From an optimization exercise on the open Yosys and OpenROAD flow, aimed at small area, a short achievable clock period and few clock cycles; shortcuts taken in it are not production practice.
At most, simulation tests tie the RTL to the original design; equivalence was not proved.
Power figures rest on the tool's default switching activity, not on a simulated workload.

==> quartz: inputs <==
==> flow/design.v (excerpt) <==
module vs_topk_core (
    input  logic          clk,
    input  logic          reset_n,
    input  logic          start,
    input  logic          mode,
    input  logic [11:0]   base_addr,
    input  logic [9:0]    vector_count,
    input  logic [7:0]    dim_words,
    output logic          mem_rd_en,
    output logic [11:0]   mem_addr,
    input  logic [63:0]   mem_data,
    output logic          busy,
    output logic          done,
    output logic [2:0]    topk_count,
    output logic [127:0]  topk_score,
    output logic [39:0]   topk_id
);
Settings: LEC_CHECK=0, CAP_MARGIN=20, CORE_MARGIN=2, CORE_UTILIZATION=65, SLEW_MARGIN=20; clock period 15.0 ns.
run.sh (not shown) runs the stock make flow with config.mk's settings and CLKGATE_MAP_FILE= SYNTH_SCRIPT=/design/flow/synth_recipe.tcl, a recipe that flattens the netlist after the stock synthesis.
==> ember (differences from quartz) <==
==> flow/flow/run.sh (new file) <==
#!/bin/bash
# Layout: the standard ORFS flow, with the port buffers inserted during
# placement made plain sky130_fd_sc_hd__buf_1 cells (buffer_ports' own
# choice is the slower, larger clkdlybuf4s50_1), and repair_timing asked for
# 10.5 ns of setup slack at the 15 ns clock. Everything else is standard.
set -euo pipefail
bash standard.sh synth > make_synth.log 2>&1
bash standard.sh finish "BUFFER_PORTS_ARGS=-buffer_cell sky130_fd_sc_hd__buf_1" SETUP_SLACK_MARGIN=10.5 > make_finish.log 2>&1
==> flow/standard.sh (new file) <==
#!/bin/bash
# synth_recipe.tcl (not shown) runs the flow's synth.tcl, then flattens the netlist and writes it again
# the make line also repeats each setting of config.mk as NAME=value (left out here)
make -C /OpenROAD-flow-scripts/flow DESIGN_CONFIG=/design/flow/config.mk WORK_HOME=/design/flow/orfs CLKGATE_MAP_FILE= SYNTH_SCRIPT=/design/flow/synth_recipe.tcl "${@:-finish}"
Settings changed: CORE_UTILIZATION 65 to 40.
removed: flow/run.sh
==> impl_metrics.tcl <==
set metrics [dict create \
    power_leakage_nw 14.9 \
    area_of_the_die_um2 43800 \
    critPathArrivalTime_ns 5.46 \
    finalWirelength_mm 67.8 \
    grt_setup_unrepaired "false" \
    startpoint "pp_q[14]" \
    fin_crit_ns 5.02 \
    rr_startpoint "pp_q[14]" \
    combinationalPower_w 0.00567 \
    powerClk_w 0.000929 \
    status "timing/DRC/antenna clean" \
    finalHoldWorstSlack_ns 0.326 \
    finalCritPeriodShare_pct 33.4 \
    global_route.usage.met1_pct 37.5 \
    drive_above_1_share_pct 3.95 \
]
(the above is from quartz)
==> impl_metrics.tcl <==
set metrics [dict create \
    global_route.usage.met1_pct 27.9 \
    seq_share_pct 28.6 \
    status "timing/DRC/antenna clean" \
    startpoint "pp_p[7]" \
    fin_crit_ns 4.68 \
    power_leakage_nw 14.3 \
    combinationalPower_w 0.00599 \
    multi_input_cells 1825 \
    clk_pin_slew_ns 0.06 \
    critPathArrivalTime_ns 5.08 \
    finalWirelength_mm 74.0 \
    worstSetupEndpointType "flip-flop" \
    grt_setup_unrepaired "true" \
    rr_startpoint "pp_p[7]" \
    area_of_the_die_um2 70500 \
    finalCritPeriodShare_pct 31.2 \
    powerClk_w 0.00104 \
]
(the above is from ember)
Function was not checked in any run of this note: the RTL went through the layout flow alone.

========
==> inputs of build 21 <==
vs_topk_core, a different RTL version from the one above (not shown whole).
==> module vs_topk_insert, before the edit <==
module vs_topk_insert (
    input  logic               clk,
    input  logic               clr,
    input  logic               ins_valid,
    input  logic signed [26:0] ins_score,
    input  logic [9:0]         ins_id,
    output logic [2:0]         count,
    output logic [127:0]       score_flat,
    output logic [39:0]        id_flat
);
    logic signed [26:0] score_q [4];
    logic [9:0]         id_q    [4];
    logic [2:0]         count_q;
    logic [3:0]         take;
    wire signed [26:0] in_score = clr ? 27'sd0 : ins_score;
    wire [9:0]         in_id    = clr ? 10'd0  : ins_id;
    always_comb
        for (int i = 0; i < 4; i++)
            take[i] = (count_q <= 3'(i)) || (ins_score > score_q[i]);
    logic [3:0] sel_h, sel_s, sel_n;
    always_comb
        for (int i = 0; i < 4; i++) begin
            sel_s[i] = (i > 0) && !clr && ins_valid && take[(i > 0) ? i - 1 : 0];
            sel_n[i] = (clr || (ins_valid && take[i])) && !sel_s[i];
            sel_h[i] = !(clr || (ins_valid && take[i]));
        end
    always_ff @(posedge clk) begin
        if (!sel_h[0]) begin
            score_q[0] <= in_score;
            id_q[0]    <= in_id;
        end
        for (int i = 1; i < 4; i++) begin
            score_q[i] <= ({27{sel_h[i]}} & score_q[i])
                        | ({27{sel_s[i]}} & score_q[i - 1])
                        | ({27{sel_n[i]}} & in_score);
            id_q[i]    <= ({10{sel_h[i]}} & id_q[i])
                        | ({10{sel_s[i]}} & id_q[i - 1])
                        | ({10{sel_n[i]}} & in_id);
        end
        if (clr)
            count_q <= 3'd0;
        else if (ins_valid && count_q != 3'd4)
            count_q <= count_q + 3'd1;
    end
    always_comb
        for (int i = 0; i < 4; i++) begin
            score_flat[32*i +: 32] = {{5{score_q[i][26]}}, score_q[i]};
            id_flat[10*i +: 10]    = id_q[i];
        end
    assign count = count_q;
endmodule
Settings: LEC_CHECK=0, CAP_MARGIN=20, CORE_MARGIN=2, CORE_UTILIZATION=60, CTS_BUF_LIST=sky130_fd_sc_hd__clkbuf_8, CTS_CLUSTER_DIAMETER=100, CTS_CLUSTER_SIZE=12, SLEW_MARGIN=20; clock period 15.0 ns.
standard.sh (not shown) runs the stock make flow with config.mk's settings and CLKGATE_MAP_FILE= SYNTH_SCRIPT=/design/flow/synth_recipe.tcl, a recipe that flattens the netlist after the stock synthesis.
==> flow/flow/run.sh <==
#!/bin/bash
# Layout: the standard ORFS flow with three changes:
#  1. after the standard synthesis, flow/polarity.py removes inverters by
#     choosing the polarity of signals around full adders (self-dual), gates
#     with a complementary twin (and2/nand2, ...) and xor2/xnor2;
#     registers are untouched;
#  2. the port buffers inserted during placement are sky130_fd_sc_hd__buf_1
#     (buffer_ports' own choice is the slower, larger clkdlybuf4s50_1);
#  3. repair_timing is asked for 10.8 ns of setup slack at the 15 ns clock.
set -euo pipefail
WH=$(grep -o 'WORK_HOME=[^ ]*' standard.sh | head -1 | cut -d= -f2)
RES="$WH/results/sky130hd/vs_topk_core/base"
bash standard.sh synth > make_synth.log 2>&1
cp "$RES/1_2_yosys.v" yosys_standard.v
python3 flow/polarity.py yosys_standard.v "$RES/1_2_yosys.v" > polarity.log 2>&1
bash standard.sh do-1_synth > make_synth_odb.log 2>&1
bash standard.sh finish "BUFFER_PORTS_ARGS=-buffer_cell sky130_fd_sc_hd__buf_1" SETUP_SLACK_MARGIN=10.8 > make_finish.log 2>&1
Other scripts of this flow, unchanged in this note and not shown: flow/flow/polarity.py
==> inputs of build 64, as changes to build 21 <==
--- a/flow/design.v
+++ b/flow/design.v
@@ -36,25 +36,17 @@
     always_comb
         for (int i = 0; i < 4; i++)
             take[i] = (count_q <= 3'(i)) || (ins_score > score_q[i]);
-    logic [3:0] sel_h, sel_s, sel_n;
-    always_comb
-        for (int i = 0; i < 4; i++) begin
-            sel_s[i] = (i > 0) && !clr && ins_valid && take[(i > 0) ? i - 1 : 0];
-            sel_n[i] = (clr || (ins_valid && take[i])) && !sel_s[i];
-            sel_h[i] = !(clr || (ins_valid && take[i]));
-        end
     always_ff @(posedge clk) begin
-        if (!sel_h[0]) begin
-            score_q[0] <= in_score;
-            id_q[0]    <= in_id;
-        end
-        for (int i = 1; i < 4; i++) begin
-            score_q[i] <= ({27{sel_h[i]}} & score_q[i])
-                        | ({27{sel_s[i]}} & score_q[i - 1])
-                        | ({27{sel_n[i]}} & in_score);
-            id_q[i]    <= ({10{sel_h[i]}} & id_q[i])
-                        | ({10{sel_s[i]}} & id_q[i - 1])
-                        | ({10{sel_n[i]}} & in_id);
+        for (int i = 0; i < 4; i++) begin
+            if (clr || (ins_valid && take[i])) begin
+                if (i > 0 && !clr && take[(i > 0) ? i - 1 : 0]) begin
+                    score_q[i] <= score_q[(i > 0) ? i - 1 : 0];
+                    id_q[i]    <= id_q[(i > 0) ? i - 1 : 0];
+                end else begin
+                    score_q[i] <= in_score;
+                    id_q[i]    <= in_id;
+                end
+            end
         end
         if (clr)
             count_q <= 3'd0;
--- a/flow/flow/run.sh
+++ b/flow/flow/run.sh
@@ -6,7 +6,7 @@
 #     registers are untouched;
 #  2. the port buffers inserted during placement are sky130_fd_sc_hd__buf_1
 #     (buffer_ports' own choice is the slower, larger clkdlybuf4s50_1);
-#  3. repair_timing is asked for 10.8 ns of setup slack at the 15 ns clock.
+#  3. repair_timing is asked for 10.5 ns of setup slack at the 15 ns clock.
 set -euo pipefail
 WH=$(grep -o 'WORK_HOME=[^ ]*' standard.sh | head -1 | cut -d= -f2)
 RES="$WH/results/sky130hd/vs_topk_core/base"
@@ -14,4 +14,4 @@
 cp "$RES/1_2_yosys.v" yosys_standard.v
 python3 flow/polarity.py yosys_standard.v "$RES/1_2_yosys.v" > polarity.log 2>&1
 bash standard.sh do-1_synth > make_synth_odb.log 2>&1
-bash standard.sh finish "BUFFER_PORTS_ARGS=-buffer_cell sky130_fd_sc_hd__buf_1" SETUP_SLACK_MARGIN=10.8 > make_finish.log 2>&1
+bash standard.sh finish "BUFFER_PORTS_ARGS=-buffer_cell sky130_fd_sc_hd__buf_1" SETUP_SLACK_MARGIN=10.5 > make_finish.log 2>&1
- CTS_BUF_LIST: sky130_fd_sc_hd__clkbuf_8 -> unset
- CTS_CLUSTER_DIAMETER: 100 -> 120
- CTS_CLUSTER_SIZE: 12 -> 20
==> inputs of build 45, as changes to build 21 <==
--- a/flow/design.v
+++ b/flow/design.v
@@ -36,25 +36,17 @@
     always_comb
         for (int i = 0; i < 4; i++)
             take[i] = (count_q <= 3'(i)) || (ins_score > score_q[i]);
-    logic [3:0] sel_h, sel_s, sel_n;
-    always_comb
-        for (int i = 0; i < 4; i++) begin
-            sel_s[i] = (i > 0) && !clr && ins_valid && take[(i > 0) ? i - 1 : 0];
-            sel_n[i] = (clr || (ins_valid && take[i])) && !sel_s[i];
-            sel_h[i] = !(clr || (ins_valid && take[i]));
-        end
     always_ff @(posedge clk) begin
-        if (!sel_h[0]) begin
-            score_q[0] <= in_score;
-            id_q[0]    <= in_id;
-        end
-        for (int i = 1; i < 4; i++) begin
-            score_q[i] <= ({27{sel_h[i]}} & score_q[i])
-                        | ({27{sel_s[i]}} & score_q[i - 1])
-                        | ({27{sel_n[i]}} & in_score);
-            id_q[i]    <= ({10{sel_h[i]}} & id_q[i])
-                        | ({10{sel_s[i]}} & id_q[i - 1])
-                        | ({10{sel_n[i]}} & in_id);
+        for (int i = 0; i < 4; i++) begin
+            if (clr || (ins_valid && take[i])) begin
+                if (i > 0 && !clr && take[(i > 0) ? i - 1 : 0]) begin
+                    score_q[i] <= score_q[(i > 0) ? i - 1 : 0];
+                    id_q[i]    <= id_q[(i > 0) ? i - 1 : 0];
+                end else begin
+                    score_q[i] <= in_score;
+                    id_q[i]    <= in_id;
+                end
+            end
         end
         if (clr)
             count_q <= 3'd0;
--- a/flow/flow/run.sh
+++ b/flow/flow/run.sh
@@ -6,7 +6,7 @@
 #     registers are untouched;
 #  2. the port buffers inserted during placement are sky130_fd_sc_hd__buf_1
 #     (buffer_ports' own choice is the slower, larger clkdlybuf4s50_1);
-#  3. repair_timing is asked for 10.8 ns of setup slack at the 15 ns clock.
+#  3. repair_timing is asked for 10.7 ns of setup slack at the 15 ns clock.
 set -euo pipefail
 WH=$(grep -o 'WORK_HOME=[^ ]*' standard.sh | head -1 | cut -d= -f2)
 RES="$WH/results/sky130hd/vs_topk_core/base"
@@ -14,4 +14,4 @@
 cp "$RES/1_2_yosys.v" yosys_standard.v
 python3 flow/polarity.py yosys_standard.v "$RES/1_2_yosys.v" > polarity.log 2>&1
 bash standard.sh do-1_synth > make_synth_odb.log 2>&1
-bash standard.sh finish "BUFFER_PORTS_ARGS=-buffer_cell sky130_fd_sc_hd__buf_1" SETUP_SLACK_MARGIN=10.8 > make_finish.log 2>&1
+bash standard.sh finish "BUFFER_PORTS_ARGS=-buffer_cell sky130_fd_sc_hd__buf_1" SETUP_SLACK_MARGIN=10.7 > make_finish.log 2>&1
==> comparison table <==
metric                                                           build 64                           build 45                           build 21
Outcome                                          timing/DRC/antenna clean           timing/DRC/antenna clean           timing/DRC/antenna clean
Sequential group share of total power                               22.7%                              21.6%                              21.4%
Buffers & Inverters on Critical Path                                    2                                  1                                  1
Total CTS buffers                                                      22                                 37                                 36
Leading cell type in the layout, fill and taps excluded              fa_1                              inv_1                            nand2_1
Core Box Area                                                  44200 um^2                         44200 um^2                         43200 um^2
Static leakage                                                    12.8 nW                            13.1 nW                            13.2 nW
Total number of vias                                                19200                              19500                              20900
Multi-input gate count                                               1841                               1841                               1915
Worst setup path startpoint                               pp_q[6]$_DFF_P_  u_insert.score_q[0][26]$_DFFE_PP_  u_insert.score_q[0][26]$_DFFE_PP_
Total power draw                                                  7.30 mW                            7.67 mW                            7.45 mW
Capture instance of the worst register-to-register path  r3_q[13]$_DFF_P_                  acc_q[23]$_DFF_P_                   r3_q[10]$_DFF_P_
Footprint of the multi-input gates                             16400 um^2                         16600 um^2                         17100 um^2
Hold slack                                                         342 ps                             330 ps                             342 ps
Worst-path cell with the longest stage delay                         fa_1                           edfxtp_1                           edfxtp_1
Average detailed-routed wire length per instance                  19.8 um                            19.9 um                            19.9 um
CTS clk-pin slew, worst paths                                       90 ps                              90 ps                              80 ps
Met2 layer usage reported by global route                           48.8%                              48.8%                              55.6%
Footprint of the flip-flops and latches                         9150 um^2                          9230 um^2                          8310 um^2
Max incr delay on CP                                               550 ps                             520 ps                             470 ps
Initial DRC count                                                    1329                               1505                               1376
Testbench counts of build 21, summed over its fixed seeds: cycles 128,284.
Testbench counts of build 64, summed over its fixed seeds: cycles 128,284.
Testbench counts of build 45, summed over its fixed seeds: cycles 128,284.

==> static timing again, ports no longer ideal <==
How much do the figures lean on ideal ports? The routed layouts below were timed once more, with nothing changed but the port constraints.
Step 1, drivers: a clkbuf_16 drives clk and a buf_2 each remaining input, both assumed.
Step 2 moves the port delays by t, midway between the first and last clock arrival at a register: inputs arrive t later, outputs are due t later. That takes back most of the time a late clock gives input paths.
Three values: ideal ports, drivers, drivers and shift; two values: the first two.
run | t (ns) | slack for setup (ns) | hold slack, ns | worst setup path at the end | slew at the worst register clock pin (ns)
quartz | 0.621 | 9.983 / 9.983 / 9.582 | 0.326 / 0.326 / 0.326 | input to register | 0.07 / 0.07
ember | 0.624 | 10.319 / 10.319 / 10.106 | 0.324 / 0.324 / 0.324 | input to register | 0.06 / 0.06
build 21 | 0.680 | 10.749 / 10.692 / 10.195 | 0.342 / 0.342 / 0.342 | input to register | 0.10 / 0.10
build 64 | 0.621 | 10.616 / 10.616 / 10.086 | 0.342 / 0.342 / 0.342 | input to register | 0.10 / 0.10
build 45 | 0.671 | 10.672 / 10.614 / 10.129 | 0.330 / 0.330 / 0.330 | input to register | 0.10 / 0.10
After both steps setup and hold are still met in every run listed. The setup slack of build 21, which loses most, moves by -0.057 ns with the drivers and by -0.554 ns with both steps.
